What follows belongs to an exercise in optimizing a design on an open flow for small area, a short achievable clock period and few clock cycles per item; a production flow would make more cautious choices.
At most, simulation tests tie the RTL to the original design; equivalence was not proved.
Function not checked in runs 1 and 2: the RTL went through the layout flow alone.
Power figures rest on the tool's default switching activity, not on a simulated workload.

<file path="flow/config.mk">
export PLATFORM = sky130hd
export DESIGN_NAME = query_filter
export DESIGN_NICKNAME = query_filter
export VERILOG_FILES = /design/flow/design.v
export SDC_FILE = /design/flow/constraint.sdc
export NUM_CORES = 4
export LEC_CHECK = 0
export CAP_MARGIN = 20
export CORE_MARGIN = 2
export CORE_UTILIZATION = 40
export SETUP_SLACK_MARGIN = 3.2
export SLEW_MARGIN = 20
export TNS_END_PERCENT = 5
</file>
<file path="flow/constraint.sdc">
create_clock -name core_clock -period 6.0 [get_ports {clk}]
set_input_delay 1.2000 -clock core_clock [delete_from_list [all_inputs] [get_ports {clk}]]
set_output_delay 1.2000 -clock core_clock [all_outputs]
set_load 0.01 [all_outputs]
</file>
<file path="flow/design.v">
`timescale 1ns/1ps
package query_pkg;
	localparam int NUM_PRED  = 8;       
	localparam int COL_W     = 32;
	localparam int BEAT_W    = 256;
	localparam int SEL_W     = $clog2(NUM_PRED);
	localparam int PRED_W    = 48;      
	localparam int TABLE_W   = 2 ** NUM_PRED;
	localparam int CNT_W     = 32;      
	localparam int REC_W     = NUM_PRED * COL_W;
	localparam int PREDS_LO  = 5;
	localparam int PREDS_HI  = NUM_PRED - PREDS_LO;
	localparam int CFG_W     = COL_W + SEL_W + 3;
	localparam int CHUNK_W   = 16;
	localparam int NUM_CHUNK = COL_W / CHUNK_W;
	localparam logic [7:0] OP_EQ = 8'd0;
	localparam logic [7:0] OP_NE = 8'd1;
	localparam logic [7:0] OP_LT = 8'd2;
	localparam logic [7:0] OP_GT = 8'd3;
	localparam logic [7:0] OP_LE = 8'd4;
	localparam logic [7:0] OP_GE = 8'd5;
	localparam int OP_LSB    = 0;
	localparam int COL_LSB   = 8;
	localparam int VALUE_LSB = 16;
endpackage
`timescale 1ns/1ps
module predicate_unit
(
	input  logic [query_pkg::CFG_W-1:0]     cfg,
	input  logic [query_pkg::REC_W-1:0]     rec,
	output logic [query_pkg::NUM_CHUNK-1:0] eq,
	output logic [query_pkg::NUM_CHUNK-1:0] lt
);
	localparam int COL_W     = query_pkg::COL_W;
	localparam int NUM_PRED  = query_pkg::NUM_PRED;
	localparam int CHUNK_W   = query_pkg::CHUNK_W;
	localparam int NUM_CHUNK = query_pkg::NUM_CHUNK;
	logic [COL_W-1:0]    value;
	logic [query_pkg::SEL_W-1:0] col;
	logic [COL_W-1:0]    col_val;
	assign value = cfg[0 +: COL_W];
	assign col   = cfg[COL_W +: query_pkg::SEL_W];
	assign col_val = rec[col*COL_W +: COL_W];
	for (genvar k = 0; k < NUM_CHUNK; k++)
	begin : g_chunk
		assign eq[k] = (col_val[k*CHUNK_W +: CHUNK_W] == value[k*CHUNK_W +: CHUNK_W]);
		assign lt[k] = (col_val[k*CHUNK_W +: CHUNK_W] <  value[k*CHUNK_W +: CHUNK_W]);
	end
endmodule
`timescale 1ns/1ps
module match_lookup
(
	input  logic                                              clk,
	input  logic                                              rst,
	input  logic                                              in_valid,
	input  logic                                              in_last,
	input  logic [query_pkg::NUM_PRED*query_pkg::NUM_CHUNK-1:0] eq,
	input  logic [query_pkg::NUM_PRED*query_pkg::NUM_CHUNK-1:0] lt,
	input  logic [query_pkg::NUM_PRED*query_pkg::CFG_W-1:0]   cfgs,
	input  logic [query_pkg::TABLE_W-1:0]                     table_bits,
	output logic                                              match_valid,
	output logic                                              match,
	output logic                                              query_done
);
	localparam int NUM_PRED  = query_pkg::NUM_PRED;
	localparam int NUM_CHUNK = query_pkg::NUM_CHUNK;
	localparam int CFG_W     = query_pkg::CFG_W;
	localparam int FLAG_LSB  = query_pkg::COL_W + query_pkg::SEL_W;
	localparam int LO_W  = NUM_PRED / 2;
	localparam int NUM_HI = 2 ** (NUM_PRED - LO_W);
	logic [NUM_PRED-1:0]        hits;
	logic [NUM_HI-1:0]          part;
	logic [NUM_HI-1:0]          part_r;
	logic [NUM_PRED-LO_W-1:0]   hi_r;
	logic                       valid_r;
	logic                       last_r;
	always_comb
	begin
		for (int p = 0; p < NUM_PRED; p++)
		begin
			logic e;
			logic l;
			e = 1'b1;
			l = 1'b0;
			for (int k = NUM_CHUNK - 1; k >= 0; k--)
			begin
				l = l | (e & lt[p*NUM_CHUNK + k]);
				e = e & eq[p*NUM_CHUNK + k];
			end
			hits[p] = ((cfgs[p*CFG_W + FLAG_LSB] & e) | (cfgs[p*CFG_W + FLAG_LSB + 1] & l)) ^
				cfgs[p*CFG_W + FLAG_LSB + 2];
		end
	end
	always_comb
	begin
		for (int j = 0; j < NUM_HI; j++)
			part[j] = table_bits[j*(2**LO_W) + hits[LO_W-1:0]];
	end
	always_ff @(posedge clk or negedge rst)
	begin
		if (!rst)
		begin
			valid_r     <= 1'b0;
			last_r      <= 1'b0;
			match_valid <= 1'b0;
			query_done  <= 1'b0;
		end
		else
		begin
			valid_r     <= in_valid;
			last_r      <= in_last;
			match_valid <= valid_r;
			query_done  <= valid_r && last_r;
		end
	end
	always_ff @(posedge clk)
	begin
		part_r <= part;
		hi_r   <= hits[NUM_PRED-1:LO_W];
		match  <= part_r[hi_r];
	end
endmodule
`timescale 1ns/1ps
module query_controller
(
	input  logic                                         clk,
	input  logic                                         rst,
	input  logic                                         cmd_pending,
	input  logic [query_pkg::BEAT_W-1:0]                 para_data,
	input  logic                                         rec_valid,
	output logic                                         para_rd,
	output logic                                         cmd_ack,
	output logic                                         query_active,
	output logic [query_pkg::NUM_PRED*query_pkg::CFG_W-1:0] cfgs,
	output logic [query_pkg::TABLE_W-1:0]                table_bits,
	output logic                                         stage_valid,
	output logic                                         stage_last
);
	localparam int PRED_W   = query_pkg::PRED_W;
	localparam int PREDS_LO = query_pkg::PREDS_LO;
	localparam int PREDS_HI = query_pkg::PREDS_HI;
	localparam int CNT_W    = query_pkg::CNT_W;
	localparam int TABLE_W  = query_pkg::TABLE_W;
	localparam int CFG_W    = query_pkg::CFG_W;
	localparam int COL_W    = query_pkg::COL_W;
	localparam int SEL_W    = query_pkg::SEL_W;
	logic [1:0]       beat;        
	logic             active;      
	logic             tail;        
	logic [CNT_W-1:0] cnt;         
	logic             accept;
	logic             pop_last;
	logic [1:0]       beat_n;
	logic             active_n;
	logic             tail_n;
	logic             fifo_ok_n;
	logic             can_pop_n;
	function automatic logic [CFG_W-1:0] decode(input logic [PRED_W-1:0] p);
		logic [7:0] op;
		logic [7:0] col;
		logic       ok;
		logic       e;
		logic       l;
		logic       i;
		op  = p[query_pkg::OP_LSB +: 8];
		col = p[query_pkg::COL_LSB +: 8];
		ok  = (col < 8'(query_pkg::NUM_PRED)) && (op <= query_pkg::OP_GE);
		e   = ok && (op == query_pkg::OP_EQ || op == query_pkg::OP_NE ||
			op == query_pkg::OP_GT || op == query_pkg::OP_LE);
		l   = ok && (op == query_pkg::OP_LT || op == query_pkg::OP_GT ||
			op == query_pkg::OP_LE || op == query_pkg::OP_GE);
		i   = ok && (op == query_pkg::OP_NE || op == query_pkg::OP_GT ||
			op == query_pkg::OP_GE);
		decode = {i, l, e, col[SEL_W-1:0], p[query_pkg::VALUE_LSB +: COL_W]};
	endfunction
	assign query_active = active;
	assign accept       = rec_valid && active;
	assign pop_last     = para_rd && (beat == 2'd3);
	always_comb
	begin
		beat_n   = para_rd ? beat + 2'd1 : beat;
		active_n = active;
		tail_n   = tail;
		if (accept && tail)
		begin
			active_n = 1'b0;
			tail_n   = 1'b0;
		end
		else if (accept && (cnt == CNT_W'(2)))
			tail_n = 1'b1;
		if (pop_last)
		begin
			active_n = 1'b1;
			tail_n   = (cnt == CNT_W'(1));
		end
	end
	assign fifo_ok_n = (beat_n != 2'd0) || (cmd_pending && !pop_last);
	always_comb
	begin
		case (beat_n)
			2'd0:    can_pop_n = !active_n || tail_n;    
			2'd1:    can_pop_n = !active_n;              
			default: can_pop_n = 1'b1;
		endcase
	end
	always_ff @(posedge clk or negedge rst)
	begin
		if (!rst)
		begin
			beat        <= 2'd0;
			active      <= 1'b0;
			tail        <= 1'b0;
			para_rd     <= 1'b0;
			cmd_ack     <= 1'b0;
			stage_valid <= 1'b0;
			stage_last  <= 1'b0;
		end
		else
		begin
			beat        <= beat_n;
			active      <= active_n;
			tail        <= tail_n;
			para_rd     <= fifo_ok_n && can_pop_n;
			cmd_ack     <= pop_last;
			stage_valid <= accept;
			stage_last  <= accept && tail;
		end
	end
	always_ff @(posedge clk)
	begin
		if (para_rd && (beat == 2'd0))
			cnt <= para_data[CNT_W-1:0];
		else if (accept && !tail)
			cnt <= cnt - CNT_W'(1);
	end
	always_ff @(posedge clk)
	begin
		if (para_rd)
		begin
			case (beat)
				2'd1:
					table_bits <= para_data[TABLE_W-1:0];
				2'd2:
				begin
					for (int i = 0; i < PREDS_LO; i++)
						cfgs[i*CFG_W +: CFG_W] <= decode(para_data[i*PRED_W +: PRED_W]);
				end
				2'd3:
				begin
					for (int i = 0; i < PREDS_HI; i++)
						cfgs[(PREDS_LO+i)*CFG_W +: CFG_W] <= decode(para_data[i*PRED_W +: PRED_W]);
				end
				default:
				begin
				end
			endcase
		end
	end
endmodule
`timescale 1ns/1ps
module query_filter
(
	input  logic              clk,
	input  logic              rst,
	input  logic              cmd_pending,
	input  logic [query_pkg::BEAT_W-1:0] para_data,
	output logic              para_rd,
	output logic              cmd_ack,
	input  logic              rec_valid,
	input  logic [query_pkg::REC_W-1:0] rec_data,
	output logic              query_active,
	output logic              match_valid,
	output logic              match,
	output logic              query_done
);
	logic [query_pkg::NUM_PRED*query_pkg::CFG_W-1:0] cfgs;
	logic [query_pkg::TABLE_W-1:0] table_bits;
	logic                stage_valid;
	logic                stage_last;
	logic [query_pkg::NUM_PRED*query_pkg::NUM_CHUNK-1:0] eq;
	logic [query_pkg::NUM_PRED*query_pkg::NUM_CHUNK-1:0] lt;
	logic [query_pkg::NUM_PRED*query_pkg::NUM_CHUNK-1:0] eq_r;
	logic [query_pkg::NUM_PRED*query_pkg::NUM_CHUNK-1:0] lt_r;
	query_controller u_ctrl
	(
		.clk          (clk),
		.rst          (rst),
		.cmd_pending  (cmd_pending),
		.para_data    (para_data),
		.rec_valid    (rec_valid),
		.para_rd      (para_rd),
		.cmd_ack      (cmd_ack),
		.query_active (query_active),
		.cfgs         (cfgs),
		.table_bits   (table_bits),
		.stage_valid  (stage_valid),
		.stage_last   (stage_last)
	);
	for (genvar g = 0; g < query_pkg::NUM_PRED; g++)
	begin : g_pred
		predicate_unit u_pred
		(
			.cfg (cfgs[g*query_pkg::CFG_W +: query_pkg::CFG_W]),
			.rec (rec_data),
			.eq  (eq[g*query_pkg::NUM_CHUNK +: query_pkg::NUM_CHUNK]),
			.lt  (lt[g*query_pkg::NUM_CHUNK +: query_pkg::NUM_CHUNK])
		);
	end
	always_ff @(posedge clk)
	begin
		eq_r <= eq;
		lt_r <= lt;
	end
	match_lookup u_lookup
	(
		.clk          (clk),
		.rst          (rst),
		.in_valid     (stage_valid),
		.in_last      (stage_last),
		.eq           (eq_r),
		.lt           (lt_r),
		.cfgs         (cfgs),
		.table_bits   (table_bits),
		.match_valid  (match_valid),
		.match        (match),
		.query_done   (query_done)
	);
endmodule
</file>
<file path="flow/run.sh">
#!/bin/bash
# synth_recipe.tcl (not shown) runs the flow's synth.tcl, then flattens the netlist and writes it again
# the make line also repeats each setting of config.mk as NAME=value (left out here)
make -C /OpenROAD-flow-scripts/flow DESIGN_CONFIG=/design/flow/config.mk WORK_HOME=/design/flow/orfs CLKGATE_MAP_FILE= SYNTH_SCRIPT=/design/flow/synth_recipe.tcl finish
</file>
==> summary.txt, run 1 <==
Outcome
  • Status: timing/DRC/antenna clean

STA
  • Fmax: 0.323 GHz
  • Final setup violating endpoints: 0
  • Fraction of the cycle the final worst path needs: 51.7%
  • Pins over their slew limit: 0
  • Clock Skews: 40.7 ps
  • Final min period: 3100 ps
  • Setup TNS: 0 ps
  • Hold slack: 345 ps
  • Worst slew pin tran: 983 ps
  • Fin. Hold Viols: 0
  • Slew headroom: 34.5%
  • RSZ-0062 raised after global routing: yes
  • Worst Slack Setup Final: 2900 ps

Worst setup path
  • WP data required: 6530 ps
  • Critical Path AT: 3630 ps
  • Critical path type: register to register
  • Reg-to-reg setup timing slack: 2900 ps
  • Critical Path Source: u_ctrl.cfgs[70]
  • Reg2Reg Depth: 10
  • R2r endpoint: eq_r[2]
  • Crit. End Element: register
  • CP max FO: 7
  • Crit Reg-Reg Startpoint: u_ctrl.cfgs[70]
  • Startpoint Class: register

Route
  • Detailed Route WL: 178 mm
  • Detailed Routing Iterations Pass 1: 5
  • Via count: 32,200
  • Via density: 6.29
  • Wire length per cell: 34.9 microns
  • Final ANT Viol Nets: 0
  • Drt drc: 0
  • Initial DRC count: 3,724

Placement
  • Pre-CTS setup slack: 1450 ps
  • Placer Congestion: 0.940
  • # port buffers: 521
  • DP Wirelength: 123 mm

Synthesis
  • Post-synthesis xor/xnor area fraction: 0.710%
  • Yosys reg bits: 657
  • Synthesized Nets: 3,682
  • Post-Syn Area: 44,300 sq um
  • Mux cell area share after synthesis: 36.4%
  • Async set-reset flop share out of synthesis: 1.83%
  • Compound-Gate Fraction of Synth Area: 4.29%
  • Combinational family with the most area after synthesis: multiplexers
  • Post-synth EDFFs: 592
  • Mapped Cells: 2,903
  • Syn Area/Cell: 15.2 sq um
  • Post-synthesis adder-cell area fraction: 7.44%
  • Ys Warns: 3
  • Sequential share of the synthesized area: 43.2%
  • Post-synthesis cell type count: 61
  • Simple-gate portion of the synthesized area: 4.18%
  • Synth Flop Type: edfxtp_1

Cells and area
  • NumNets Final: 4,272
  • Final Util: 51.0%
  • Share of cells above drive strength 1: 35.0%
  • Area delta synth->final: 27.0%

Min path
  • Worst hold path type: register to register
  • Hold Startpoint: u_ctrl.stage_last
  • Hold worst-path end: u_lookup.last_r
  • Hold Path Stages: 0

Floorplan
  • Die height: 337 microns
  • Core area: 110,000 sq um
  • Die area: 113,000 sq um
  • Initial Util: 40.2%
  • Top-level I/O count: 522
  • Cell row count: 122
  • Die width: 337 microns

Power and ir drop
  • Total Power: 11.3 mW
  • Leak pwr: 20.5 nW
  • Pwr dens: 200 nW/um^2
  • Peak supply drop: 0.184 mV

Clock tree
  • Num CTS Buffers: 79
  • Clock root buffer: clkbuf_16
  • Worst skew pair latency: 690 ps
  • H-Tree Depth: 3
  • Worst-path clk slew: 70 ps
  • Clk sinks: 657
  • Max clock buf depth: 3
  • CTS Hold Buffers Added: 0
  • CTS tree: yes

Global routing
  • Global-route wire length before repair: 243 mm
  • GRT overflow: 0
  • Initial antenna violation count: 92
  • Tot GR Track Use: 31.0%
  • Largest net degree at the start of global routing: 138
  • Number of global-route vias before repair: 31,300

Run
  • MaxCap Viol Count: 0
## logic make-up (layout without fill, tap and decap cells)
| family | after synthesis | after routing |
|---|---|---|
| mux | 859 | 859 |
| flops | 657 | 657 |
| buf+inv | 430 | 1086 |
| simple gates | 366 | 366 |
| compound gates | 293 | 293 |
| fa+ha+maj | 263 | 263 |
| xor+xnor | 35 | 35 |
| other cells | 0 | 68 |
## worst max-delay path by stage
stage	end	slack (ps)	depth (start not counted)
after floorplan	lt_r[12]	2690	12
after detailed placement	lt_r[6]	1450	11
final	eq_r[2]	2900	10
after global placement	lt_r[6]	1480	11
after CTS	lt_r[7]	2970	13
after global routing	lt_r[0]	2850	12
## layout by cell type (no fill, tap or decap), types with 53 or more instances in the layout
cell               n
edfxtp_1         592
dlygate4sd2_1    147
inv_1            255
mux2_2           221
dfxtp_1           53
ha_1             246
diode_2           68
nor2_1            62
a21oi_1           59
mux4_2           570
nand2_1           98
clkdlybuf4s50_1  277
clkbuf_16         85
buf_4             76
## registers in the layout, summed over array words and instances, names as in the netlist, 2 cells and up
| signal | cells |
|---|---|
| u_ctrl.table_bits | 256 |
| u_lookup.part_r | 16 |
| u_lookup.hi_r | 4 |
| lt_r | 16 |
| u_ctrl.beat | 2 |
| u_ctrl.cnt | 32 |
| u_ctrl.cfgs | 304 |
| eq_r | 16 |
## routing by layer
layer / vias to the layer above / wire, microns / track usage, %
li1: 13200 / - / -
met1: 16400 / 66800 / 40.2
met2: 2009 / 81300 / 47.8
met3: 481 / 19900 / 8.84
met4: 52 / 10200 / 15.6
met5: - / 310 / 0
## timing repair
action | in CTS | in global routing
pin swaps | 23 | 14
endpoints found under the setup margin | 50 | 51
setup buffers | 50 | 21
cloned | 18 | 4
gates resized for setup | 470 | 110
## critical path: stages, from the launching register on
cell	delay, ps
edfxtp_1	450
buf_6	170
buf_12	140
buf_8	130
buf_12	140
buf_4	130
mux4_2	420
mux2_2	310
ha_1	310
nand4_1	240
nor4_2	490
## cell usage after synthesis (all sizes together) (3+ instances only)
library cell	n	area share, %
buf	78	0.75
and3	3	0.042
dfxtp	53	2.4
nand2b	19	0.27
dfrtp	12	0.68
o22ai	11	0.16
a2111oi	3	0.059
o21ai	66	0.75
and2	6	0.085
a22oi	20	0.37
xor2	11	0.22
a22o	7	0.14
mux2i	43	0.97
a21oi	65	0.74
edfxtp	592	40
a31oi	10	0.14
mux4	575	29
o211ai	14	0.24
nor2	69	0.59
a221o	3	0.068
nor4	25	0.40
o21a	20	0.34
a211oi	17	0.29
xnor2	24	0.49
ha	263	7.4
and4	5	0.099
nand4	46	0.65
inv	258	2.2
nand2	98	0.83
nand3	39	0.44
nor2b	25	0.35
clkbuf	94	0.80
a211o	5	0.099
o31ai	3	0.051
nor3	21	0.24
a21o	42	0.71
mux2	241	6.1
## power breakdown
group          internal (mW)  total, mW  switching [mW]
Combinational          0.674       1.28           0.606
Clock                   2.90       4.97            2.07
Sequential              4.99       5.01          0.0160
## area by class of cell
type                    count  area [sq um]
fillers                  9501         54000
multi-input cells        1816         24000
flip-flops and latches    657         19100
repair buffers            681          7320
clock buffers              95          2120
well taps                1488          1860
inverters                 258           972
clock inverters            52           567
diodes                     68           170
## metrics by stage
stage,cells,cell area [sq um]
after floorplan,2903,44300
after global placement,4807,51400
after detailed placement,4807,51400
after CTS,5022,55600
after global routing,5077,56100
final,5115,56200
==> run 2: changes to the inputs <==
--- a/flow/config.mk
+++ b/flow/config.mk
@@ -7,2 +7,3 @@
 export LEC_CHECK = 0
+export ABC_CLOCK_PERIOD_IN_PS = 2500
 export CAP_MARGIN = 20
@@ -10,4 +11,2 @@
 export CORE_UTILIZATION = 40
-export SETUP_SLACK_MARGIN = 3.2
 export SLEW_MARGIN = 20
-export TNS_END_PERCENT = 5
==> run 2 against run 1 <==
Die area unchanged. Sequential power is essentially flat. Combinational power about the same. Critical path depth decreased by 2.
==> summary.txt, run 2 <==
Placement
  • Placed cells: 4,805 (-0.042%)
  • # port buffers: 521 (unchanged)
  • Placement-stage cell area: 51,300 sq um (-0.12%)
  • DP Wirelength: 124 mm (+0.29%)
  • Placer Congestion: 0.943 (+0.35%)

Synthesis
  • Synth area leader: edfxtp_1
  • Post-synth EDFFs: 592 (unchanged)
  • Post-Syn Area: 44,300 sq um (unchanged)
  • Yosys reg bits: 657 (unchanged)
  • Post-synthesis cell type count: 61 (unchanged)
  • Syn Area/Cell: 15.2 sq um (unchanged)
  • Async set-reset flop share out of synthesis: 1.83% (unchanged)
  • Synthesized Nets: 3,682 (unchanged)
  • Synth Flop Type: edfxtp_1
  • Mapped Cells: 2,903 (unchanged)
  • Sequential share of the synthesized area: 43.2% (unchanged)
  • Synth area leaders: edfxtp_1 (40%), mux4_2 (29%), ha_1 (7.4%)
  • Most instantiated cells after synthesis: edfxtp_1 (592), mux4_2 (570), ha_1 (263)
  • Yosys top cell area share: 40.2% (unchanged)
  • Cell with the most instances after synthesis: edfxtp_1
  • Ys Warns: 3 (unchanged)

Worst setup path
  • WP data required: 6600 ps (+70 ps)
  • Critical Path AT: 4940 ps (+1310 ps)
  • Critical path type: register to register
  • Reg-to-reg setup timing slack: 1660 ps (-1240 ps)
  • Startpoint Class: register
  • CP max FO: 12 (+5)
  • Crit. End Element: register
  • Reg2Reg Depth: 8 (-2)

Clock tree
  • CTS tree: yes
  • Clk sinks: 657 (unchanged)
  • Num CTS Buffers: 77 (-2.5%)
  • Post-CTS sizing: 0 (-100%)
  • Worst-path clk slew: 60 ps (about the same)
  • Worst skew pair latency: 680 ps (about the same)
  • Clock root buffer: clkbuf_16
  • Post-CTS Setup Inserts: 0 (-100%)
  • Max clock buf depth: 3 (unchanged)
  • CTS Hold Buffers Added: 0 (unchanged)
  • H-Tree Depth: 3 (unchanged)

Cells and area
  • Share of cells above drive strength 1: 29.3% (-5.7 points)
  • NumNets Final: 4,176 (-2.2%)
  • Max reg flops: 304 (unchanged)
  • Fillers: 9,572 (+0.75%)
  • Area delta synth->final: 22.0%
  • Commonest non-fill, non-tap cell in the layout: edfxtp_1
  • Fin area: 54,000 sq um (-3.9%)
  • Most frequent cells in the layout: edfxtp_1 (592), mux4_2 (570), clkdlybuf4s50_1 (521), ha_1 (263), inv_1 (257)
  • Final Util: 49.0% (-2.0 points)
  • Biggest regs: u_ctrl.cfgs x304, u_ctrl.table_bits x256, u_ctrl.cnt x32
  • Post-Layout Cell Count: 4,993 (-2.4%)
  • Largest reg by FF count: u_ctrl.cfgs

Outcome
  • Status: timing/DRC/antenna clean

Floorplan
  • Initial Util: 40.2% (unchanged)
  • Cell row count: 122 (unchanged)
  • Die width: 337 microns (unchanged)
  • Top-level I/O count: 522 (unchanged)
  • Core area: 110,000 sq um (unchanged)
  • Die area: 113,000 sq um (unchanged)
  • Die height: 337 microns (unchanged)

Power and ir drop
  • Peak supply drop: 0.220 mV (+19%)
  • Switch share: 24.2% (+0.29 points)
  • Total Power: 11.0 mW (-2.0%)
  • Sw Pwr: 2.68 mW (-0.78%)
  • Sequential power share: 45.4% (+0.9 points)
  • Combinational share of power: 11.8% (+0.4 points)
  • Leak pwr: 19.0 nW (-7.1%)
  • Pwr dens: 205 nW/um^2 (+2.0%)
  • Pint: 8.37 mW (-2.3%)
  • Clock network power share: 42.8% (-1.3 points)

Route
  • Via count: 31,100 (-3.2%)
  • Wire length per cell: 33.8 microns (-3.2%)
  • Detailed Routing Iterations Pass 1: 8 (+3)
  • Detailed Route WL: 169 mm (-5.5%)
  • Drt drc: 0 (unchanged)
  • Via density: 6.24 (-0.82%)
  • Initial DRC count: 3,318 (-11%)
  • Final ANT Viol Nets: 0 (unchanged)

STA
  • Clock Skews: 54.3 ps (+13.6 ps)
  • Final min period: 4340 ps (+1240 ps)
  • RSZ-0062 raised after global routing: no
  • Fmax: 0.230 GHz (-29%)
  • Fraction of the cycle the final worst path needs: 72.4% (+21 points)
  • Setup TNS: 0 ps (unchanged)
  • Pins over their slew limit: 0 (unchanged)
  • Final setup violating endpoints: 0 (unchanged)
  • Slew headroom: 23.5% (-11 points)
  • Fin. Hold Viols: 0 (unchanged)
  • Worst slew pin tran: 1140 ps (+154 ps)

Global routing
  • GRT overflow: 0 (unchanged)
  • Largest net degree at the start of global routing: 166 (+20%)
  • Number of global-route vias before repair: 30,900 (-1.5%)
  • Global-route wire length before repair: 234 mm (-3.6%)
  • Tot GR Track Use: 29.6% (-1.4 points)
  • Initial antenna violation count: 67 (-27%)

Run
  • MaxCap Viol Count: 0 (unchanged)

Min path
  • Hold Path Stages: 0 (unchanged)
  • Worst hold path type: register to register
[run 2: cell count changes in the layout (fill, tap and decap cells not counted), sizes merged, moves of 18 or more]
cell | previous run | this run
buf | 155 | 66
clkbuf | 124 | 98
clkdlybuf4s15 | 46 | 0
clkdlybuf4s50 | 277 | 521
diode | 68 | 43
dlygate4sd2 | 147 | 0
dlymetal6s2s | 18 | 0
[run 2: path summary, 6_finish.rpt]
path	start	end
min in group asynchronous	rst	u_ctrl.stage_valid
max reg2reg	u_ctrl.cfgs[260]	eq_r[12]
max in group asynchronous	rst	u_ctrl.cmd_ack
max	u_ctrl.cfgs[260]	eq_r[12]
min reg2reg	u_ctrl.stage_valid	u_lookup.valid_r
min	u_ctrl.stage_valid	u_lookup.valid_r
[run 2: logic make-up (layout without fill, tap and decap cells)]
kind of cell / count (synthesis) / in the layout / share of synthesized area [%]
adders and majority gates: 263 / 263 / 7.44
AOI/OAI and AO/OA: 293 / 293 / 4.29
DFF: 657 / 657 / 43.2
muxes: 859 / 859 / 36.4
xor gates and xnor gates: 35 / 35 / 0.710
buffers and inverters: 430 / 989 / 3.74
and+or+nand+nor: 366 / 366 / 4.18
other: 0 / 43 / 0
[run 2: cell type report]
type	count	area [sq um]	area share, %
clock buffers	98	2030	3.75
repair buffers	587	5880	10.9
multi-input cells	1816	23500	43.6
inverters	258	971	1.80
flip-flops and latches	657	19100	35.4
well taps	1488	1860	3.45
diodes	43	108	0.199
clock inverters	46	492	0.911
[run 2: stage by stage]
step	hold slack, ps	worst slack [ps]
final	350	1660
after global placement	338	1480
after floorplan	331	486
after global routing	362	1620
after CTS	351	1660
after detailed placement	336	1480
[run 2: worst max-delay path: stages (launching register included)]
cell and delay (ps):
edfxtp_1 1070, buf_4 460, mux4_2 630, mux2_2 310
ha_1 280, and4_1 160, nand3_1 120, nor4_1 970
buf_4 260
[run 2: metal layers]
metal,track usage (%),wire (microns)
met1,38.0,64400
met2,46.0,77700
met3,8.58,16900
met4,14.4,9210
met5,0,402
[run 2: power by group through the flow]
stage / Clock, mW / Sequential [mW] / Combinational [mW]
2_1_floorplan: 0 / 5.10 / 0.519
3_3_place_gp: 0 / 5.11 / 1.27
3_5_place_dp: 0 / 5.11 / 1.28
4_1_cts: 4.83 / 5.01 / 1.29
5_1_grt: 4.99 / 5.01 / 1.37
6_report: 4.73 / 5.01 / 1.30
==> run 3: changes to the inputs <==
--- a/flow/design.v
+++ b/flow/design.v
@@ -13,3 +13,3 @@
 	localparam int CFG_W     = COL_W + SEL_W + 3;
-	localparam int CHUNK_W   = 16;
+	localparam int CHUNK_W   = 8;
 	localparam int NUM_CHUNK = COL_W / CHUNK_W;
@@ -157,2 +157,4 @@
 	logic             can_pop_n;
+	logic             rd_n;
+	logic [3:0]       load;        
 	function automatic logic [CFG_W-1:0] decode(input logic [PRED_W-1:0] p);
@@ -205,2 +207,3 @@
 	end
+	assign rd_n = fifo_ok_n && can_pop_n;
 	always_ff @(posedge clk or negedge rst)
@@ -209,2 +212,3 @@
 		begin
+			load        <= 4'd0;
 			beat        <= 2'd0;
@@ -222,3 +226,5 @@
 			tail        <= tail_n;
-			para_rd     <= fifo_ok_n && can_pop_n;
+			para_rd     <= rd_n;
+			for (int b = 0; b < 4; b++)
+				load[b] <= rd_n && (beat_n == 2'(b));
 			cmd_ack     <= pop_last;
@@ -230,3 +236,3 @@
 	begin
-		if (para_rd && (beat == 2'd0))
+		if (load[0])
 			cnt <= para_data[CNT_W-1:0];
@@ -237,21 +243,13 @@
 	begin
-		if (para_rd)
+		if (load[1])
+			table_bits <= para_data[TABLE_W-1:0];
+		if (load[2])
 		begin
-			case (beat)
-				2'd1:
-					table_bits <= para_data[TABLE_W-1:0];
-				2'd2:
-				begin
-					for (int i = 0; i < PREDS_LO; i++)
-						cfgs[i*CFG_W +: CFG_W] <= decode(para_data[i*PRED_W +: PRED_W]);
-				end
-				2'd3:
-				begin
-					for (int i = 0; i < PREDS_HI; i++)
-						cfgs[(PREDS_LO+i)*CFG_W +: CFG_W] <= decode(para_data[i*PRED_W +: PRED_W]);
-				end
-				default:
-				begin
-				end
-			endcase
+			for (int i = 0; i < PREDS_LO; i++)
+				cfgs[i*CFG_W +: CFG_W] <= decode(para_data[i*PRED_W +: PRED_W]);
+		end
+		if (load[3])
+		begin
+			for (int i = 0; i < PREDS_HI; i++)
+				cfgs[(PREDS_LO+i)*CFG_W +: CFG_W] <= decode(para_data[i*PRED_W +: PRED_W]);
 		end
--- a/flow/config.mk
+++ b/flow/config.mk
@@ -7,3 +7,2 @@
 export LEC_CHECK = 0
-export ABC_CLOCK_PERIOD_IN_PS = 2500
 export CAP_MARGIN = 20
@@ -11,2 +10,4 @@
 export CORE_UTILIZATION = 40
+export SETUP_SLACK_MARGIN = 3.8
 export SLEW_MARGIN = 20
+export TNS_END_PERCENT = 5
==> run 3 against run 2 <==
Still clean. Count of clock-buffer cells in the layout up 13. Synthesized cell count down 1.3%. Critical path depth rose by 5. Combinational power is 21% higher. Core utilization rose by 4.3 points. Global-route usage increased by 2.6 points.
==> summary.txt, run 3 <==
Global routing
  • GRT overflow: 0 (unchanged)
  • Largest net degree at the start of global routing: 158 (-4.8%)
  • M2 GR Usage: 51.0% (+5.0 points)
  • M3 GR Usage: 8.56% (-0.023 points)
  • Initial antenna violation count: 70 (+4.5%)
  • Met1 Use GR: 41.2% (+3.2 points)
  • Global-route wire length before repair: 259 mm (+11%)
  • Most used routing layer: met2
  • Number of global-route vias before repair: 33,900 (+9.6%)
  • Tot GR Track Use: 32.2% (+2.6 points)

Power and ir drop
  • Leak pwr: 21.8 nW (+15%)
  • Clock network power share: 42.3% (-0.5 points)
  • Sequential power share: 44.5% (-0.9 points)
  • Sw Pwr: 2.85 mW (+6.4%)
  • Total Power: 11.9 mW (+7.6%)
  • Pint: 9.03 mW (+7.9%)
  • Switch share: 24.0% (-0.25 points)
  • Combinational share of power: 13.2% (+1.4 points)
  • Peak supply drop: 0.257 mV (+17%)
  • Pwr dens: 202 nW/um^2 (-1.4%)

Clock tree
  • Max clock buf depth: 3 (unchanged)
  • Clock root buffer: clkbuf_16
  • Num CTS Buffers: 81 (+5.2%)
  • CTS Hold Buffers Added: 0 (unchanged)
  • Clk sinks: 693 (+5.5%)
  • Worst skew pair latency: 670 ps (about the same)
  • Worst-path clk slew: 60 ps (about the same)
  • H-Tree Depth: 3 (unchanged)
  • CTS tree: yes

Route
  • Via count: 33,300 (+6.9%)
  • Detailed Route WL: 188 mm (+12%)
  • Drt drc: 0 (unchanged)
  • Final ANT Viol Nets: 0 (unchanged)
  • Wire length per cell: 36.3 microns (+7.5%)
  • Via density: 6.42 (+2.9%)
  • Initial DRC count: 4,294 (+29%)
  • Detailed Routing Iterations Pass 1: 5 (-3)

Synthesis
  • Synth area leaders: edfxtp_1 (40%), mux4_2 (29%), ha_1 (7.3%)
  • Synthesized Nets: 3,640 (-1.1%)
  • Yosys reg bits: 693 (+5.5%)
  • Most instantiated cells after synthesis: edfxtp_1 (592), mux4_2 (581), ha_1 (260)
  • Cell with the most instances after synthesis: edfxtp_1
  • Syn Area/Cell: 15.6 sq um (+2.3%)
  • Synth area leader: edfxtp_1
  • Ys Warns: 3 (unchanged)
  • Mapped Cells: 2,864 (-1.3%)
  • Sequential share of the synthesized area: 44.5% (+1.3 points)
  • Yosys top cell area share: 39.8% (-0.37 points)
  • Post-Syn Area: 44,700 sq um (+0.93%)
  • Post-synth EDFFs: 592 (unchanged)
  • Synth Flop Type: edfxtp_1
  • Post-synthesis cell type count: 58 (-4.9%)
  • Async set-reset flop share out of synthesis: 2.31% (+0.48 points)

Worst setup path
  • Most Frequent Cell on Critical Path: buf_12
  • CP max FO: 5 (-7)
  • WP data required: 6570 ps (-30 ps)
  • Worst path max stage delay: 430 ps (-640 ps)
  • Crit path cell chain: buf_12 -> buf_16 -> buf_12 -> buf_4 -> mux4_2 -> mux2_4 -> ha_4 -> nor2b_1 -> o21ai_1 -> nand2b_1 -> a21oi_1 -> nor2_1 -> a211oi_1
  • Cell with the largest stage delay on the worst path: edfxtp_1
  • Crit. End Element: register
  • Critical Path AT: 3410 ps (-1530 ps)
  • Startpoint Class: register
  • Critical path type: register to register

STA
  • Worst slew pin tran: 1050 ps (-82.4 ps)
  • Clock Skews: 43.6 ps (-10.7 ps)
  • Setup TNS: 0 ps (unchanged)
  • Final setup violating endpoints: 0 (unchanged)
  • Fin. Hold Viols: 0 (unchanged)
  • Slew headroom: 29.7% (+6.2 points)
  • RSZ-0062 raised after global routing: yes
  • Fraction of the cycle the final worst path needs: 47.5% (-25 points)
  • Pins over their slew limit: 0 (unchanged)
  • Final min period: 2850 ps (-1500 ps)
  • Fmax: 0.351 GHz (+53%)

Cells and area
  • Area delta synth->final: 31.9%
  • Biggest regs: u_ctrl.cfgs x304, u_ctrl.table_bits x256
  • Fillers: 9,066 (-5.3%)
  • Most frequent cells in the layout: edfxtp_1 (592), mux4_2 (581), clkdlybuf4s50_1 (268), inv_1 (234), ha_1 (217)
  • NumNets Final: 4,362 (+4.5%)
  • Largest reg by FF count: u_ctrl.cfgs
  • Commonest non-fill, non-tap cell in the layout: edfxtp_1
  • Max reg flops: 304 (unchanged)
  • Share of cells above drive strength 1: 38.8% (+9.6 points)

Floorplan
  • Die height: 338 microns (+0.46%)
  • Core area: 111,000 sq um (+0.42%)
  • Initial Util: 40.4% (+0.20 points)
  • Die area: 114,000 sq um (+0.92%)
  • Cell row count: 122 (unchanged)
  • Top-level I/O count: 522 (unchanged)
  • Die width: 338 microns (+0.46%)

Run
  • MaxCap Viol Count: 0 (unchanged)

Placement
  • Placer Congestion: 0.935 (-0.88%)
  • DP Wirelength: 125 mm (+1.4%)
  • # port buffers: 521 (unchanged)

Min path
  • Worst hold path type: register to register

Outcome
  • Status: timing/DRC/antenna clean
## run 3: logic make-up (layout without fill, tap and decap cells)
family / after synthesis / in the layout / share of synthesized area (%)
flip-flops: 693 / 693 / 44.5
adder cells (fa/ha/maj): 260 / 260 / 7.28
AO/OA/AOI/OAI: 276 / 276 / 4.10
XOR/XNOR: 36 / 36 / 0.723
buffers and inverters: 401 / 1187 / 3.48
AND/OR/NAND/NOR: 360 / 360 / 4.24
other: 0 / 47 / 0
multiplexers: 838 / 838 / 35.7
## run 3: power by group through the flow
stage | clock (mW) | sequential (mW) | combinational (mW)
6_report | 5.03 | 5.29 | 1.57
5_1_grt | 5.27 | 5.29 | 1.64
4_1_cts | 5.10 | 5.29 | 1.53
3_5_place_dp | 0 | 5.39 | 1.47
3_3_place_gp | 0 | 5.39 | 1.44
2_1_floorplan | 0 | 5.38 | 0.634
## run 3: worst paths after layout
kind,slack (ps),start,cells after the start,endpoint
max in group asynchronous,4470,rst,1,u_ctrl.load[2]
min in group asynchronous,990,rst,1,u_ctrl.load[0]
worst max-delay path,3150,u_ctrl.cfgs[298],13,lt_r[28]
worst min-delay path,360,u_ctrl.stage_last,0,u_lookup.last_r
worst min register to register,360,u_ctrl.stage_last,0,u_lookup.last_r
worst max register to register,3150,u_ctrl.cfgs[298],13,lt_r[28]
## run 3: metrics by stage
step	cells	cell area, sq um	setup WS, ps	utilization (%)	hold WS (ps)
global placement	4780	51800	1910	46.9	338
CTS	5075	57700	3250	52.2	359
floorplan	2864	44700	2930	-	331
finish	5185	58900	3150	53.2	360
global route	5160	58900	3100	53.2	371
detailed placement	4781	51900	1930	46.9	346
## run 3: worst max-delay path: cells and delay by family (launching register included)
| family | cells | cell delay, ps |
|---|---|---|
| buf+inv | 4 | 610 |
| fa+ha+maj | 1 | 220 |
| compound gates | 3 | 480 |
| flops | 1 | 430 |
| simple gates | 3 | 260 |
| mux | 2 | 750 |
## run 3: layout make-up
type | count | area, sq um | share of cell area [%]
inverters | 234 | 878 | 1.49
multi-input cells | 1770 | 24600 | 41.7
clock inverters | 36 | 373 | 0.633
clock buffers | 111 | 2280 | 3.88
diodes | 47 | 118 | 0.200
flip-flops and latches | 693 | 19900 | 33.8
repair buffers | 806 | 8940 | 15.2
well taps | 1488 | 1860 | 3.16
## run 3: metal layers
metal / share of wire, % / vias to the layer above
met1: 37 / 17300
met3: 11 / 466
li1: - / 13300
met5: 0.18 / -
met4: 5.5 / 52
met2: 47 / 2185
## run 3: repair_timing
item / 4_1_cts / 5_1_grt
setup buffers: 121 / 61
setup endpoints to repair: 158 / 162
cloned: 26 / 2
gates resized for setup: 642 / 116
pin swaps: 64 / 32
Testbench counts of run 3, summed over its fixed seeds: cycles 14,439, items 13,240.
==> run 4: changes to the inputs <==
--- a/flow/config.mk
+++ b/flow/config.mk
@@ -10,3 +10,3 @@
 export CORE_UTILIZATION = 40
-export SETUP_SLACK_MARGIN = 3.8
+export SETUP_SLACK_MARGIN = 3.5
 export SLEW_MARGIN = 20
==> run 4 against run 3 <==
Power is 0.85% higher. Clock power is 2% higher. Sequential share of layout area is 0.31 points higher. Critical endpoint unchanged. First-iteration DRC count fell by 3.0%. Die area is the same. Via count decreased by 0.69%. Still clean. Fmax decreased by 0.55%. Synthesized cell count stayed put. Non-clock buffer count fell by 44. Routed wire length is 1.7% higher. Global-route usage rose by 0.72 points.
==> summary.txt, run 4 <==
STA
  • RSZ-0062 raised after global routing: yes
  • Clock Skews: 29.6 ps (-14.0 ps)
  • Worst slew pin tran: 1110 ps (+51.7 ps)
  • Fmax: 0.349 GHz (-0.55%)
  • Pins over their slew limit: 0 (unchanged)
  • Hold slack: 352 ps (-8.01 ps)
  • Final min period: 2860 ps (+15.9 ps)
  • Fin. Hold Viols: 0 (unchanged)
  • Setup TNS: 0 ps (unchanged)
  • Slew headroom: 26.3% (-3.4 points)
  • Fraction of the cycle the final worst path needs: 47.7% (+0.26 points)
  • Final setup violating endpoints: 0 (unchanged)

Clock tree
  • Clock root buffer: clkbuf_16
  • Worst skew pair latency: 680 ps (about the same)
  • Max clock buf depth: 3 (unchanged)
  • CTS Hold Buffers Added: 0 (unchanged)
  • CTS tree: yes
  • Worst-path clk slew: 60 ps (about the same)
  • Num CTS Buffers: 83 (+2.5%)
  • Clk sinks: 693 (unchanged)
  • H-Tree Depth: 3 (unchanged)

Placement
  • DP Wirelength: 124 mm (-1.0%)
  • Placer Congestion: 0.943 (+0.95%)
  • # port buffers: 521 (unchanged)

Cells and area
  • Biggest regs: u_ctrl.cfgs x304, u_ctrl.table_bits x256
  • Multi-input logic area: 24,400 sq um (-0.69%)
  • Commonest non-fill, non-tap cell in the layout: edfxtp_1
  • Max reg flops: 304 (unchanged)
  • NumNets Final: 4,320 (-0.96%)
  • Most frequent cells in the layout: edfxtp_1 (592), mux4_2 (581), clkdlybuf4s50_1 (281), inv_1 (234), ha_1 (223)
  • Area delta synth->final: 30.7%
  • Share of cells above drive strength 1: 38.2% (-0.66 points)
  • Fillers: 9,045 (-0.23%)
  • Final Util: 52.8% (-0.48 points)
  • Sequential Area: 19,900 sq um (unchanged)
  • Largest reg by FF count: u_ctrl.cfgs

Power and ir drop
  • Pwr dens: 205 nW/um^2 (+1.8%)
  • Leak pwr: 21.5 nW (-1.5%)
  • Combinational share of power: 13.0% (-0.2 points)
  • Switch share: 24.4% (+0.37 points)
  • Peak supply drop: 0.211 mV (-18%)
  • Sequential power share: 44.2% (-0.3 points)
  • Clock network power share: 42.8% (+0.5 points)
  • Sw Pwr: 2.92 mW (+2.4%)
  • Pint: 9.06 mW (+0.36%)

Synthesis
  • Syn Area/Cell: 15.6 sq um (unchanged)
  • Post-synthesis cell type count: 58 (unchanged)
  • Ys Warns: 3 (unchanged)
  • Synth area leader: edfxtp_1
  • Async set-reset flop share out of synthesis: 2.31% (unchanged)
  • Synthesized Nets: 3,640 (unchanged)
  • Mapped Cells: 2,864 (unchanged)
  • Yosys reg bits: 693 (unchanged)
  • Post-synth EDFFs: 592 (unchanged)
  • Yosys top cell area share: 39.8% (unchanged)
  • Sequential share of the synthesized area: 44.5% (unchanged)
  • Synth Flop Type: edfxtp_1
  • Synth area leaders: edfxtp_1 (40%), mux4_2 (29%), ha_1 (7.3%)
  • Most instantiated cells after synthesis: edfxtp_1 (592), mux4_2 (581), ha_1 (260)
  • Cell with the most instances after synthesis: edfxtp_1
  • Post-Syn Area: 44,700 sq um (unchanged)

Global routing
  • Tot GR Track Use: 32.9% (+0.72 points)
  • GRT overflow: 0 (unchanged)
  • Initial antenna violation count: 56 (-20%)
  • Global-route wire length before repair: 263 mm (+1.3%)
  • Number of global-route vias before repair: 33,400 (-1.4%)
  • Largest net degree at the start of global routing: 166 (+5.1%)

Worst setup path
  • Critical Path AT: 3450 ps (+40 ps)
  • CP max FO: 6 (+1)
  • Crit. End Element: register
  • Crit Reg-Reg Startpoint: u_ctrl.cfgs[298]
  • Startpoint Class: register
  • Reg2Reg Depth: 12 (-1)
  • Critical Path Source: u_ctrl.cfgs[298]
  • WP data required: 6580 ps (about the same)
  • Critical path type: register to register

Floorplan
  • Cell row count: 122 (unchanged)
  • Die height: 338 microns (unchanged)
  • Core area: 111,000 sq um (unchanged)
  • Die area: 114,000 sq um (unchanged)
  • Die width: 338 microns (unchanged)
  • Top-level I/O count: 522 (unchanged)
  • Initial Util: 40.4% (unchanged)

Min path
  • Worst hold path type: register to register
  • Hold Path Stages: 0 (unchanged)
  • Hold Startpoint: u_ctrl.stage_valid

Route
  • Detailed Routing Iterations Pass 1: 6 (+1)
  • Initial DRC count: 4,167 (-3.0%)
  • Drt drc: 0 (unchanged)
  • Final ANT Viol Nets: 0 (unchanged)
  • Detailed Route WL: 191 mm (+1.7%)
  • Via density: 6.45 (+0.46%)
  • Via count: 33,100 (-0.69%)
  • Wire length per cell: 37.3 microns (+2.8%)

Run
  • MaxCap Viol Count: 0 (unchanged)

Outcome
  • Status: timing/DRC/antenna clean
run 4: cell count changes in the layout (fill, tap and decap cells not counted), sizes merged:
| cell | delta |
|---|---|
| buf | -51 |
| diode | -23 |
| dlygate4sd2 | -18 |
| clkdlybuf4s50 | +13 |
| clkdlybuf4s15 | +12 |
| clkinvlp | +6 |
| bufbuf | +4 |
| clkinv | +4 |
| dlymetal6s2s | -3 |
| clkbuf | -2 |
| inv | -1 |
run 4: routing by layer:
| layer | vias to the layer above | wire length [microns] | GRT usage (%) |
|---|---|---|---|
| li1 | 13200 | - | - |
| met1 | 17100 | 70300 | 42.3 |
| met2 | 2223 | 89600 | 52.4 |
| met3 | 459 | 20900 | 8.73 |
| met4 | 46 | 10100 | 14.5 |
| met5 | - | 281 | 0 |
run 4: worst max-delay path: stages, from the launching register on:
cell	delay, ps
edfxtp_1	500
buf_12	210
buf_6	120
buf_12	130
mux4_2	550
mux2i_4	330
ha_2	240
nor2b_1	40
o21ai_1	160
nand2b_1	100
a21oi_2	170
nor2_1	60
a211oi_2	150
run 4: cell type report:
class	count	share of cell area [%]
Multi-Input combinational cell	1770	41.8
Sequential cell	693	34.1
Timing Repair Buffer	762	14.6
Clock buffer	110	3.89
Tap cell	1488	3.19
Inverter	234	1.50
Clock inverter	45	0.846
Antenna cell	24	0.103
run 4: power by group through the flow:
stage               sequential (mW)  clock (mW)  combinational, mW
floorplan                      5.38           0              0.634
global placement               5.39           0               1.45
detailed placement             5.39           0               1.48
CTS                            5.29        5.20               1.53
global route                   5.29        5.37               1.63
finish                         5.29        5.12               1.56
run 4: cells by family (layout without fill, tap and decap cells):
logic type               count (synthesis)  after routing  share of synthesized area (%)
multiplexers                           838            838                           35.7
other                                    0             24                              0
flip-flops                             693            693                           44.5
AO/OA/AOI/OAI                          276            276                           4.10
AND/OR/NAND/NOR                        360            360                           4.24
adder cells (fa/ha/maj)                260            260                           7.28
buffers and inverters                  401           1151                           3.48
XOR/XNOR                                36             36                          0.723
run 4: what timing repair did:
item	4_1_cts	5_1_grt
gates resized for setup	631	63
pin swaps	57	29
gates cloned	37	3
buffers inserted	118	18
endpoints found under the setup margin	100	106
run 4: metrics by stage:
step                setup slack, ps  std cells  power (mW)  area (sq um)
finish                         3140       5126        12.0         58400
CTS                            3230       5081        12.0         57800
detailed placement             1770       4771        6.87         51900
global route                   3110       5106        12.3         58300
floorplan                      2930       2864        6.01         44700
global placement               1700       4768        6.84         51800
run 4: final timing paths:
kind                                    endpoint  slack, ps
worst min-delay path            u_lookup.valid_r        350
worst max register to register          lt_r[28]       3140
max in group asynchronous         u_ctrl.load[1]       4560
worst min register to register  u_lookup.valid_r        350
worst max-delay path                    lt_r[28]       3140
min in group asynchronous         u_ctrl.para_rd        940
==> run 5: changes to the inputs <==
==> flow/flow/run.sh (new file) <==
#!/bin/bash
# The standard layout (the standard.sh: standard synthesis, floorplan, place, CTS, route),
# with one change: the port buffers that placement inserts are plain buffers
# (sky130_fd_sc_hd__buf_1) rather than the delay cells buffer_ports picks by default.
# Every port still gets its own buffer. make's full output goes to standard.log; each
# ORFS step's own log is under orfs/logs/.
set -euo pipefail
export BUFFER_PORTS_ARGS="-buffer_cell sky130_fd_sc_hd__buf_1"
export RECOVER_POWER=100
bash standard.sh > standard.log 2>&1
==> flow/standard.sh (new file) <==
#!/bin/bash
# synth_recipe.tcl (not shown) runs the flow's synth.tcl, then flattens the netlist and writes it again
# the make line also repeats each setting of config.mk as NAME=value (left out here)
make -C /OpenROAD-flow-scripts/flow DESIGN_CONFIG=/design/flow/config.mk WORK_HOME=/design/flow/orfs CLKGATE_MAP_FILE= SYNTH_SCRIPT=/design/flow/synth_recipe.tcl "${@:-finish}"
removed: flow/run.sh
==> run 5 against run 4 <==
The layout now fails its checks (capacitance limit, slew limit). Non-clock buffer count is 4 higher. Clock skew increased by 17 ps. Critical path depth down 5. Count of clock-buffer cells in the layout fell by 3. Synthesized cell count did not move. Flip-flop and latch count unchanged. Die area unchanged. Setup slack got worse by 1200 ps. Register-to-register slack worse by 1200 ps. Fmax down 30%. Power fell by 3.5%. Largest cell class unchanged. Highest routed layer unchanged.
==> summary.txt, run 5 <==
Synthesis
  • Cell with the most instances after synthesis: edfxtp_1
  • Syn Area/Cell: 15.6 sq um (unchanged)
  • Async set-reset flop share out of synthesis: 2.31% (unchanged)
  • Synth area leaders: edfxtp_1 (40%), mux4_2 (29%), ha_1 (7.3%)
  • Mapped Cells: 2,864 (unchanged)
  • Ys Warns: 3 (unchanged)
  • Yosys reg bits: 693 (unchanged)
  • Synthesized Nets: 3,640 (unchanged)
  • Synth Flop Type: edfxtp_1
  • Most instantiated cells after synthesis: edfxtp_1 (592), mux4_2 (581), ha_1 (260)
  • Post-Syn Area: 44,700 sq um (unchanged)
  • Sequential share of the synthesized area: 44.5% (unchanged)
  • Post-synthesis cell type count: 58 (unchanged)
  • Synth area leader: edfxtp_1
  • Yosys top cell area share: 39.8% (unchanged)
  • Post-synth EDFFs: 592 (unchanged)

STA
  • RSZ-0062 raised after global routing: yes
  • Clock Skews: 46.6 ps (+17.0 ps)
  • Pins over their slew limit: 517 (+517)
  • Fin. Hold Viols: 0 (unchanged)
  • Fraction of the cycle the final worst path needs: 68.2% (+20 points)
  • Worst slew pin tran: 3400 ps (+2300 ps)
  • Slew headroom: -127% (-150 points)
  • Setup TNS: 0 ps (unchanged)
  • Fmax: 0.245 GHz (-30%)
  • Final min period: 4090 ps (+1230 ps)
  • Final setup violating endpoints: 0 (unchanged)

Route
  • Detailed Routing Iterations Pass 1: 5 (-1)
  • Drt drc: 0 (unchanged)
  • Via count: 32,500 (-1.7%)
  • Detailed Route WL: 179 mm (-6.5%)
  • Initial DRC count: 3,705 (-11%)
  • Wire length per cell: 34.9 microns (-6.6%)
  • Final ANT Viol Nets: 0 (unchanged)
  • Via density: 6.33 (-1.8%)

Global routing
  • GRT overflow: 0 (unchanged)
  • Initial antenna violation count: 61 (+8.9%)
  • Largest net degree at the start of global routing: 162 (-2.4%)
  • Tot GR Track Use: 31.1% (-1.8 points)
  • Global-route wire length before repair: 250 mm (-4.7%)
  • Number of global-route vias before repair: 32,500 (-2.5%)

Cells and area
  • NumNets Final: 4,322 (+0.046%)
  • Commonest non-fill, non-tap cell in the layout: edfxtp_1
  • Fillers: 9,581 (+5.9%)
  • Share of cells above drive strength 1: 34.6% (-3.6 points)
  • Most frequent cells in the layout: edfxtp_1 (592), mux4_2 (581), buf_1 (455), inv_1 (234), ha_1 (229)
  • Largest reg by FF count: u_ctrl.cfgs
  • Post-Layout Cell Count: 5,130 (+0.078%)
  • Max reg flops: 304 (unchanged)
  • Area delta synth->final: 21.7%
  • Biggest regs: u_ctrl.cfgs x304, u_ctrl.table_bits x256

Floorplan
  • Core area: 111,000 sq um (unchanged)
  • Die area: 114,000 sq um (unchanged)
  • Top-level I/O count: 522 (unchanged)
  • Cell row count: 122 (unchanged)
  • Initial Util: 40.4% (unchanged)
  • Die height: 338 microns (unchanged)
  • Die width: 338 microns (unchanged)

Placement
  • # port buffers: 521 (unchanged)
  • DP Wirelength: 119 mm (-4.1%)
  • Placed cells: 4,771 (unchanged)
  • Placer Congestion: 0.918 (-2.7%)

Worst setup path
  • Critical path type: register to register
  • Reg-to-reg setup timing slack: 1910 ps (-1230 ps)
  • Crit path cell chain: buf_4 -> clkbuf_1 -> mux4_2 -> mux2_2 -> ha_1 -> nand4_1 -> nor2_1
  • Crit. End Element: register
  • WP data required: 6510 ps (-70 ps)
  • Critical Path AT: 4600 ps (+1150 ps)
  • Worst path max stage delay: 1580 ps (+1030 ps)
  • Startpoint Class: register
  • Reg2Reg Depth: 7 (-5)
  • Cell family with most CP delay: buffers and inverters
  • CP max FO: 16 (+10)
  • Buf+Inv Stages, Crit Path: 2 (-1)
  • R2r endpoint: eq_r[17]
  • Crit Reg-Reg Startpoint: u_ctrl.cfgs[184]
  • Cell with the largest stage delay on the worst path: clkbuf_1

Outcome
  • Status: failed layout checks
  • Failed Checks: capacitance limit, slew limit

Run
  • MaxCap Viol Count: 19 (+19)

Clock tree
  • CTS tree: yes
  • H-Tree Depth: 3 (unchanged)
  • Max clock buf depth: 3 (unchanged)
  • Worst skew pair latency: 680 ps (about the same)
  • Clock root buffer: clkbuf_16
  • Worst-path clk slew: 70 ps (about the same)
  • Num CTS Buffers: 81 (-2.4%)
  • Clk sinks: 693 (unchanged)

Power and ir drop
  • Leak pwr: 19.5 nW (-9.4%)
  • Peak supply drop: 0.181 mV (-14%)
  • Pwr dens: 212 nW/um^2 (+3.6%)

Min path
  • Hold worst-path end: u_lookup.valid_r
  • Hold Path Stages: 0 (unchanged)
  • Hold Startpoint: u_ctrl.stage_valid
  • Worst hold path type: register to register
run 5: cell counts after synthesis:
Identical to the previous run, type by type.
run 5: worst max-delay path by stage:
| stage | from | end | slack (ps) | cells after the start |
|---|---|---|---|---|
| CTS | u_ctrl.cfgs[184] | lt_r[18] | 3320 | 10 |
| finish | u_ctrl.cfgs[184] | eq_r[17] | 1910 | 7 |
| global route | lt_r[2] | u_lookup.part_r[6] | 1620 | 9 |
| detailed placement | u_ctrl.cfgs[32] | lt_r[2] | 2070 | 10 |
| floorplan | u_ctrl.load[3] | u_ctrl.cfgs[190] | 2930 | 0 |
| global placement | u_ctrl.cfgs[32] | lt_r[2] | 2060 | 10 |
run 5: cell type report:
| type | instances | area [sq um] | share of cell area [%] |
|---|---|---|---|
| Antenna cell | 31 | 77.6 | 0.143 |
| Clock buffer | 107 | 2210 | 4.06 |
| Clock inverter | 41 | 385 | 0.709 |
| Inverter | 234 | 878 | 1.62 |
| Multi-Input combinational cell | 1770 | 24100 | 44.2 |
| Sequential cell | 693 | 19900 | 36.6 |
| Tap cell | 1488 | 1860 | 3.42 |
| Timing Repair Buffer | 766 | 5030 | 9.25 |
run 5: cells by family after synthesis:
family	share of synthesized area (%)
compound gates	4.10
xor+xnor	0.723
fa+ha+maj	7.28
buf+inv	3.48
flops	44.5
mux	35.7
simple gates	4.24
run 5: metrics by stage:
| stage | setup WS [ps] | area (sq um) | power [mW] | hold slack (ps) | util (%) |
|---|---|---|---|---|---|
| detailed placement | 2070 | 48500 | 6.62 | 339 | 43.9 |
| floorplan | 2930 | 44700 | 6.01 | 331 | - |
| finish | 1910 | 54400 | 11.6 | 355 | 49.1 |
| CTS | 3320 | 54600 | 11.6 | 359 | 49.3 |
| global placement | 2060 | 48500 | 6.60 | 342 | 43.9 |
| global route | 1620 | 54300 | 11.9 | 362 | 49.1 |
run 5: power breakdown:
group / leakage (nW) / total [mW] / internal (mW) / switching (mW)
registers: 6.14 / 5.30 / 5.26 / 0.0404
clock network: 1.26 / 4.94 / 2.82 / 2.12
logic: 12.1 / 1.32 / 0.611 / 0.706
total: 19.5 / 11.6 / 8.69 / 2.86
run 5: metal layers:
layer / vias up / track usage [%] / share of wire (%)
li1: 13200 / - / -
met1: 16700 / 39.2 / 36
met2: 2085 / 48.1 / 46
met3: 487 / 10.3 / 12
met4: 64 / 15.1 / 5.9
met5: - / 0 / 0.22
run 5: timing repair:
| action | 4_1_cts | 5_1_grt |
|---|---|---|
| gates resized for setup | 273 | 47 |
| setup endpoints to repair | 95 | 93 |
| buffers inserted | 135 | 12 |
| pin swaps | 57 | 13 |
| hold buffers | 0 | 0 |
| cloned | 33 | 0 |
==> run 6: changes to the inputs <==
--- a/flow/flow/run.sh
+++ b/flow/flow/run.sh
@@ -8,3 +8,2 @@
 export BUFFER_PORTS_ARGS="-buffer_cell sky130_fd_sc_hd__buf_1"
-export RECOVER_POWER=100
 bash standard.sh > standard.log 2>&1
--- a/flow/config.mk
+++ b/flow/config.mk
@@ -9,3 +9,3 @@
 export CORE_MARGIN = 2
-export CORE_UTILIZATION = 40
+export CORE_UTILIZATION = 55
 export SETUP_SLACK_MARGIN = 3.5
==> run 6 against run 5 <==
Now clean on timing, DRC and antenna. Power down 0.45%. Die area down 27%. Highest routed layer unchanged. Hold slack better by 0.98 ps. Critical path type unchanged. Flip-flop and latch count unchanged. Critical endpoint is now lt_r[5].
==> summary.txt, run 6 <==
Placement
  • # port buffers: 521 (unchanged)
  • Placer Congestion: 0.921 (+0.41%)
  • DP Wirelength: 109 mm (-8.5%)
  • Placement-stage cell area: 48,000 sq um (-1.2%)

Power and ir drop
  • Total Power: 11.5 mW (-0.45%)
  • Peak supply drop: 0.257 mV (+42%)
  • Pwr dens: 215 nW/um^2 (+1.1%)
  • Leak pwr: 19.4 nW (-0.56%)

Synthesis
  • Sequential share of the synthesized area: 44.5% (unchanged)
  • Yosys reg bits: 693 (unchanged)
  • Post-synthesis cell type count: 58 (unchanged)
  • Post-synthesis xor/xnor area fraction: 0.723% (unchanged)
  • Post-Syn Area: 44,700 sq um (unchanged)
  • Most instantiated cells after synthesis: edfxtp_1 (592), mux4_2 (581), ha_1 (260)
  • Cell with the most instances after synthesis: edfxtp_1
  • Mux cell area share after synthesis: 35.7% (unchanged)
  • Async set-reset flop share out of synthesis: 2.31% (unchanged)
  • Post-synth EDFFs: 592 (unchanged)
  • Synth area leader: edfxtp_1
  • Yosys top cell area share: 39.8% (unchanged)
  • Synthesized Nets: 3,640 (unchanged)
  • Synth area leaders: edfxtp_1 (40%), mux4_2 (29%), ha_1 (7.3%)
  • Synth Flop Type: edfxtp_1
  • Combinational family with the most area after synthesis: multiplexers
  • Ys Warns: 3 (unchanged)
  • Post-synthesis adder-cell area fraction: 7.28% (unchanged)
  • Simple-gate portion of the synthesized area: 4.24% (unchanged)
  • Mapped Cells: 2,864 (unchanged)
  • Compound-Gate Fraction of Synth Area: 4.10% (unchanged)
  • Syn Area/Cell: 15.6 sq um (unchanged)

Floorplan
  • Die height: 289 microns (-15%)
  • Core area: 80,400 sq um (-27%)
  • Die area: 83,500 sq um (-27%)
  • Top-level I/O count: 522 (unchanged)
  • Cell row count: 104 (-15%)
  • Die width: 289 microns (-15%)
  • Initial Util: 55.5% (+15 points)

STA
  • Pins over their slew limit: 0 (-100%)
  • RSZ-0062 raised after global routing: yes
  • Setup TNS: 0 ps (unchanged)
  • Fin. Hold Viols: 0 (unchanged)
  • Slew headroom: 24.5% (+150 points)
  • Fmax: 0.348 GHz (+42%)
  • Final min period: 2870 ps (-1210 ps)
  • Fraction of the cycle the final worst path needs: 47.9% (-20 points)
  • Final setup violating endpoints: 0 (unchanged)
  • Clock Skews: 34.2 ps (-12.5 ps)
  • Worst slew pin tran: 1130 ps (-2280 ps)

Worst setup path
  • Crit. End Element: register
  • CP max FO: 7 (-9)
  • WP depth: 9 (+2)
  • Crit path cell chain: buf_6 -> buf_12 -> bufbuf_16 -> mux4_2 -> mux2_2 -> ha_1 -> nand4_1 -> nor2_1 -> a211oi_4
  • Worst path max stage delay: 520 ps (-1060 ps)
  • Critical path type: register to register
  • Buf+Inv Stages, Crit Path: 3 (+1)
  • Reg2Reg Depth: 9 (+2)
  • WP data required: 6540 ps (+30 ps)
  • Critical Path AT: 3410 ps (-1190 ps)
  • Reg-to-reg setup timing slack: 3130 ps (+1210 ps)
  • Cell family with most CP delay: multiplexers
  • Cell with the largest stage delay on the worst path: mux4_2
  • Startpoint Class: register

Global routing
  • Initial antenna violation count: 47 (-23%)
  • Largest net degree at the start of global routing: 146 (-9.9%)
  • Tot GR Track Use: 41.3% (+10 points)
  • Met1 Use GR: 53.1% (+14 points)
  • M2 GR Usage: 60.8% (+13 points)
  • Most used routing layer: met2
  • Global-route wire length before repair: 239 mm (-4.5%)
  • GRT overflow: 0 (unchanged)
  • Number of global-route vias before repair: 32,700 (+0.46%)
  • M3 GR Usage: 16.9% (+6.6 points)

Min path
  • Worst hold path type: register to register
  • Hold Path Stages: 0 (unchanged)

Clock tree
  • Worst skew pair latency: 660 ps (-20 ps)
  • Num CTS Buffers: 80 (-1.2%)
  • Max clock buf depth: 3 (unchanged)
  • H-Tree Depth: 3 (unchanged)
  • CTS tree: yes
  • Clk sinks: 693 (unchanged)
  • Clock root buffer: clkbuf_16
  • Worst-path clk slew: 60 ps (about the same)

Route
  • Detailed Routing Iterations Pass 1: 6 (+1)
  • Wire length per cell: 36.9 microns (+5.8%)
  • Detailed Route WL: 172 mm (-3.7%)
  • Drt drc: 0 (unchanged)
  • Via count: 32,900 (+1.3%)
  • Initial DRC count: 4,448 (+20%)
  • Final ANT Viol Nets: 0 (unchanged)
  • Via density: 7.05 (+11%)

Cells and area
  • Fin area: 53,600 sq um (-1.5%)
  • Biggest regs: u_ctrl.cfgs x304, u_ctrl.table_bits x256
  • Max reg flops: 304 (unchanged)
  • Commonest non-fill, non-tap cell in the layout: edfxtp_1
  • Area delta synth->final: 19.9%
  • Most frequent cells in the layout: edfxtp_1 (592), mux4_2 (581), buf_1 (512), ha_1 (247), inv_1 (234)
  • Share of cells above drive strength 1: 34.4% (-0.22 points)
  • NumNets Final: 4,288 (-0.79%)
  • Largest reg by FF count: u_ctrl.cfgs
  • Fillers: 5,801 (-39%)

Run
  • MaxCap Viol Count: 0 (-19)

Outcome
  • Status: timing/DRC/antenna clean
run 6: per-stage QoR:
step,hold slack [ps],std cells,setup WS [ps],util (%)
after floorplan,331,2864,2930,-
after global placement,344,4333,2160,59.6
after detailed placement,336,4334,2030,59.7
after CTS,360,4589,3210,65.7
after global routing,377,4649,3070,66.5
final,356,4668,3130,66.6
run 6: cell families after synthesis:
logic type / Yosys count
compound gates: 276
xor+xnor: 36
fa+ha+maj: 260
buf+inv: 401
flops: 693
mux: 838
simple gates: 360
run 6: layer usage:
| metal | wire length (microns) | part of all wire, % |
|---|---|---|
| met1 | 59900 | 35 |
| met2 | 76900 | 45 |
| met3 | 25700 | 15 |
| met4 | 9360 | 5.4 |
| met5 | 392 | 0.23 |
run 6: area by class of cell:
cell class	count	area, sq um	area share [%]
Multi-Input combinational cell	1770	23700	44.3
Sequential cell	693	19900	37.1
Timing Repair Buffer	733	5010	9.35
Clock buffer	109	2220	4.15
Tap cell	1060	1330	2.48
Inverter	234	878	1.64
Clock inverter	37	413	0.771
Antenna cell	32	80.1	0.150
run 6: power by group:
| group | switching (mW) | total [mW] | internal, mW |
|---|---|---|---|
| Sequential | 0.0472 | 5.31 | 5.26 |
| Clock | 2.10 | 4.91 | 2.81 |
| Combinational | 0.693 | 1.28 | 0.591 |
run 6: final timing paths:
check / start / to
min: u_ctrl.stage_last / u_lookup.last_r
max: u_ctrl.cfgs[70] / lt_r[5]
max reg2reg: u_ctrl.cfgs[70] / lt_r[5]
min in group asynchronous: rst / u_ctrl.cmd_ack
min reg2reg: u_ctrl.stage_last / u_lookup.last_r
max in group asynchronous: rst / u_ctrl.load[1]
run 6: repair_timing:
item | 4_1_cts | 5_1_grt
pin swaps | 22 | 10
hold buffers | 0 | 0
gates resized for setup | 127 | 40
setup endpoints to repair | 89 | 102
gates cloned | 29 | 3
setup buffers | 80 | 44

## static timing again, ports no longer ideal
In the flow no input, the clock included, has a driving cell. The finished layouts below were timed again as built, in two steps.
Step 1 assumes that a clkbuf_16 drives the clock port and a buf_2 every other input.
Step 2, shift: input delay + t, output delay - t, t = (earliest + latest rising clock arrival at the registers) / 2. This alone moves slack from input paths to output paths.
Slacks: no drivers / after step 1 / after step 2; pairs: no drivers / after step 1.
| run | shift t [ns] | setup WS [ns] | cell pins on the clock port's net |
|---|---|---|---|
| run 1 | 0.738 | 2.899 / 2.899 / 2.195 | 1 |
| run 2 | 0.717 | 1.656 / 1.656 / 1.415 | 1 |
| run 3 | 0.724 | 3.152 / 3.145 / 2.421 | 1 |
| run 4 | 0.734 | 3.136 / 3.096 / 2.362 | 1 |
| run 5 | 0.728 | 1.911 / 1.911 / 1.911 | 1 |
| run 6 | 0.716 | 3.125 / 3.125 / 2.522 | 1 |
The setup slack of run 4, which loses most, moves by -0.040 ns with the drivers and by -0.774 ns with both steps.
